Context: an optimization exercise on an open-source flow, tuned for small area, a short achievable clock period and few clock cycles. The choices shown serve that exercise and are no tape-out recipe. Function was checked by simulation only, so behaviour that the tests miss may differ from the original. No activity file was given, so power comes from the tool's default toggle rates.

## icache
module icache (
  input  logic         clk,
  input  logic         rst,
  input  logic         inst_read,
  input  logic [31:0]  inst_addr,
  output logic [31:0]  inst_rdata,
  output logic         inst_resp,
  output logic         pmem_read,
  output logic [31:0]  pmem_address,
  input  logic [63:0]  pmem_rdata,
  input  logic         pmem_resp,
  output logic [31:0]  hit_count,
  output logic [31:0]  miss_count
);
  logic [7:0]   valid_r;
  logic [23:0]  tag_r [8];
  logic         fill_r;
  logic [1:0]   cnt_r;        
  logic         cur_v_r;      
  logic [26:0]  cur_line_r;
  logic [7:0]   cur_oh_r;     
  logic [2:0]   pw_r;         
  logic [7:0]   pw_oh_r;      
  logic         miss_r;       
  logic [31:0]  hc_r;
  logic [31:0]  mc_r;
  logic [2:0]   idx_s;
  logic [23:0]  tag_s;
  logic [1:0]   beat_s;
  logic [7:0]   eq_s;
  logic         hit_s;
  logic         same_s;
  logic         wmatch_s;
  logic         wmove_s;
  logic         early_s;
  logic         avail_s;
  logic         start_s;
  logic         move_s;
  logic         resp_s;
  logic [255:0] line_s;
  logic [31:0]  word_s;
  assign idx_s  = inst_addr[7:5];
  assign tag_s  = inst_addr[31:8];
  assign beat_s = pw_r[2:1];
  always_comb begin
    for (int j = 0; j < 8; j++) begin
      eq_s[j] = valid_r[j] && (tag_r[j] == tag_s);
    end
    hit_s   = eq_s[idx_s];
    same_s   = cur_v_r && (inst_addr[31:5] == cur_line_r);
    wmatch_s = inst_addr[4:2] == pw_r;
  ...
clock: 5.5 ns
lec_check: 0
cap_margin: 20
core_margin: 2
core_utilization: 50
cts_cluster_diameter: 100
cts_cluster_size: 25
place_density: 0.65
setup_slack_margin: 1.25
slew_margin: 20
standard.sh (not shown) runs the stock make flow with config.mk's settings and CLKGATE_MAP_FILE= SYNTH_SCRIPT=/design/flow/synth_recipe.tcl, a recipe that flattens the netlist after the stock synthesis.
==> flow/flow/run.sh <==
#!/bin/bash
# The standard layout, with buf_4 cells as the port buffers instead of the
# delay cells that buffer_ports picks by default. Every tool's output goes to
# make.log (and ORFS's own per-step logs under orfs/logs).
set -euo pipefail
bash standard.sh "BUFFER_PORTS_ARGS=-buffer_cell sky130_fd_sc_hd__buf_4" finish > make.log 2>&1
Testbench counts at the start, summed over its fixed seeds: cycles 68,088.
Next try:
Settings changed: CORE_UTILIZATION 50 to 62, PLACE_DENSITY 0.65 to 0.72.
Power went down by 1.0%. Combinational power falls by 8.4%. Worst setup slack gets better by 0.042 ns. Die area fell by 19%. Synthesized cell count stays the same. Final cell count goes down by 6.9%.
Next try:
Settings changed: SETUP_SLACK_MARGIN 1.25 to 1.5.
Outcome: Die area does not change. Power rises slightly. Design area went up by a few percent. First-iteration DRC count is higher by roughly a tenth. Final cell count went up slightly. Wire length is higher by a little under a tenth.
Next try:
Settings changed: SETUP_SLACK_MARGIN 1.5 to 1.0.
Cell area drops by 4.2%.
Combinational power goes down by 19%.
Fmax shrinks by 6.6%.
Via count drops by 2.9%.
Next try:
Settings changed: CORE_UTILIZATION 62 to 50, PLACE_DENSITY 0.72 to 0.65, SETUP_SLACK_MARGIN 1.0 to 1.5.
Sequential share of layout area fell by 4.8 points. Cell area rose by about 7%. Maximum frequency rose by 4.3%. Area after synthesis is unchanged. Wire length rose by about 14%. Worst setup slack is better by 0.19 ns. Via count rose by about 3.7%. First-iteration DRC count rose by about 12%. Clock skew fell by 0.019 ns. Power rose by 2.9%.

---

## the previous run
icache, a different RTL version from the one above (not shown whole).
Size: roughly 5200 cells after synthesis, ~2400 flip-flops, about 230 I/O pins, ~89000 um^2 of cells after synthesis.
Settings: LEC_CHECK=0, CAP_MARGIN=20, CORE_MARGIN=2, CORE_UTILIZATION=50, PLACE_DENSITY=0.65, SETUP_SLACK_MARGIN=1.0, SLEW_MARGIN=20; clock period 5.5 ns.
Scripts as last shown in full above: flow/flow/run.sh
Having completed the whole flow, the previous run delivered a layout that passed the timing, design-rule and antenna checks.
Testbench counts of the previous run, summed over its fixed seeds: cycles 67,958.
Here is what was changed in the inputs of the current run compared with the previous run.
- an added CTS_CLUSTER_DIAMETER of 100
- an added CTS_CLUSTER_SIZE of 25
### Flow results
Worst stage delay on the critical path in the current run vs the previous run: up 0.05 ns
The current run vs the previous run: global-route track usage on met3 down
Relative contribution of combinational cells to total power (lower): the previous run
Between the current run and the previous run, the maximum frequency is lower for the previous run.
Clock insertion delay at the later pin of the skew report, the current run and the previous run: higher on the previous run
Of the current run and the previous run, the run reporting the lower cell area was the current run.
Worst slack on hold paths up 0.0089 ns in the current run wrt the previous run
Diff the current run and the previous run: routed wirelength normalized by instance count higher in the current run

re-timing with driven ports:
In the flow no input, the clock included, has a driving cell. The finished layouts below were timed again as built, in two steps.
Step 1 sets driving cells, clkbuf_16 on the clock port and buf_2 on the other inputs (assumed; they add their load-dependent delay and slew).
Step 2, shift: input delay + t, output delay - t, t = (earliest + latest rising clock arrival at the registers) / 2. This alone moves slack from input paths to output paths.
Slacks: ideal / step 1 / step 2; pairs: ideal / step 1.
run | t, ns | setup WS [ns] | worst hold slack (ns) | clock arrival spread, ns | worst register clock-pin slew, ns
the first run of note 1 | 0.859 | 1.193 / 1.102 / 1.170 | 0.470 / 0.470 / 0.470 | 0.049 / 0.049 | 0.11 / 0.11
the second run of note 1 | 0.837 | 1.235 / 1.147 / 1.268 | 0.477 / 0.477 / 0.477 | 0.038 / 0.037 | 0.10 / 0.10
the third run of note 1 | 0.839 | 1.326 / 1.240 / 1.179 | 0.477 / 0.477 / 0.477 | 0.037 / 0.037 | 0.10 / 0.10
the fourth run of note 1 | 0.848 | 1.032 / 0.949 / 1.130 | 0.484 / 0.484 / 0.484 | 0.051 / 0.050 | 0.11 / 0.11
the fifth run of note 1 | 0.866 | 1.218 / 1.132 / 1.116 | 0.469 / 0.469 / 0.469 | 0.048 / 0.048 | 0.10 / 0.10
the previous run | 0.935 | 0.923 / 0.830 / 0.958 | 0.466 / 0.466 / 0.466 | 0.083 / 0.082 | 0.07 / 0.07
the current run | 0.852 | 1.041 / 0.952 / 0.973 | 0.475 / 0.475 / 0.475 | 0.082 / 0.081 | 0.11 / 0.11
After both steps setup and hold are still met in every run listed. The setup slack of the third run of note 1, which loses most, moves by -0.086 ns with the drivers and by -0.147 ns with both steps.
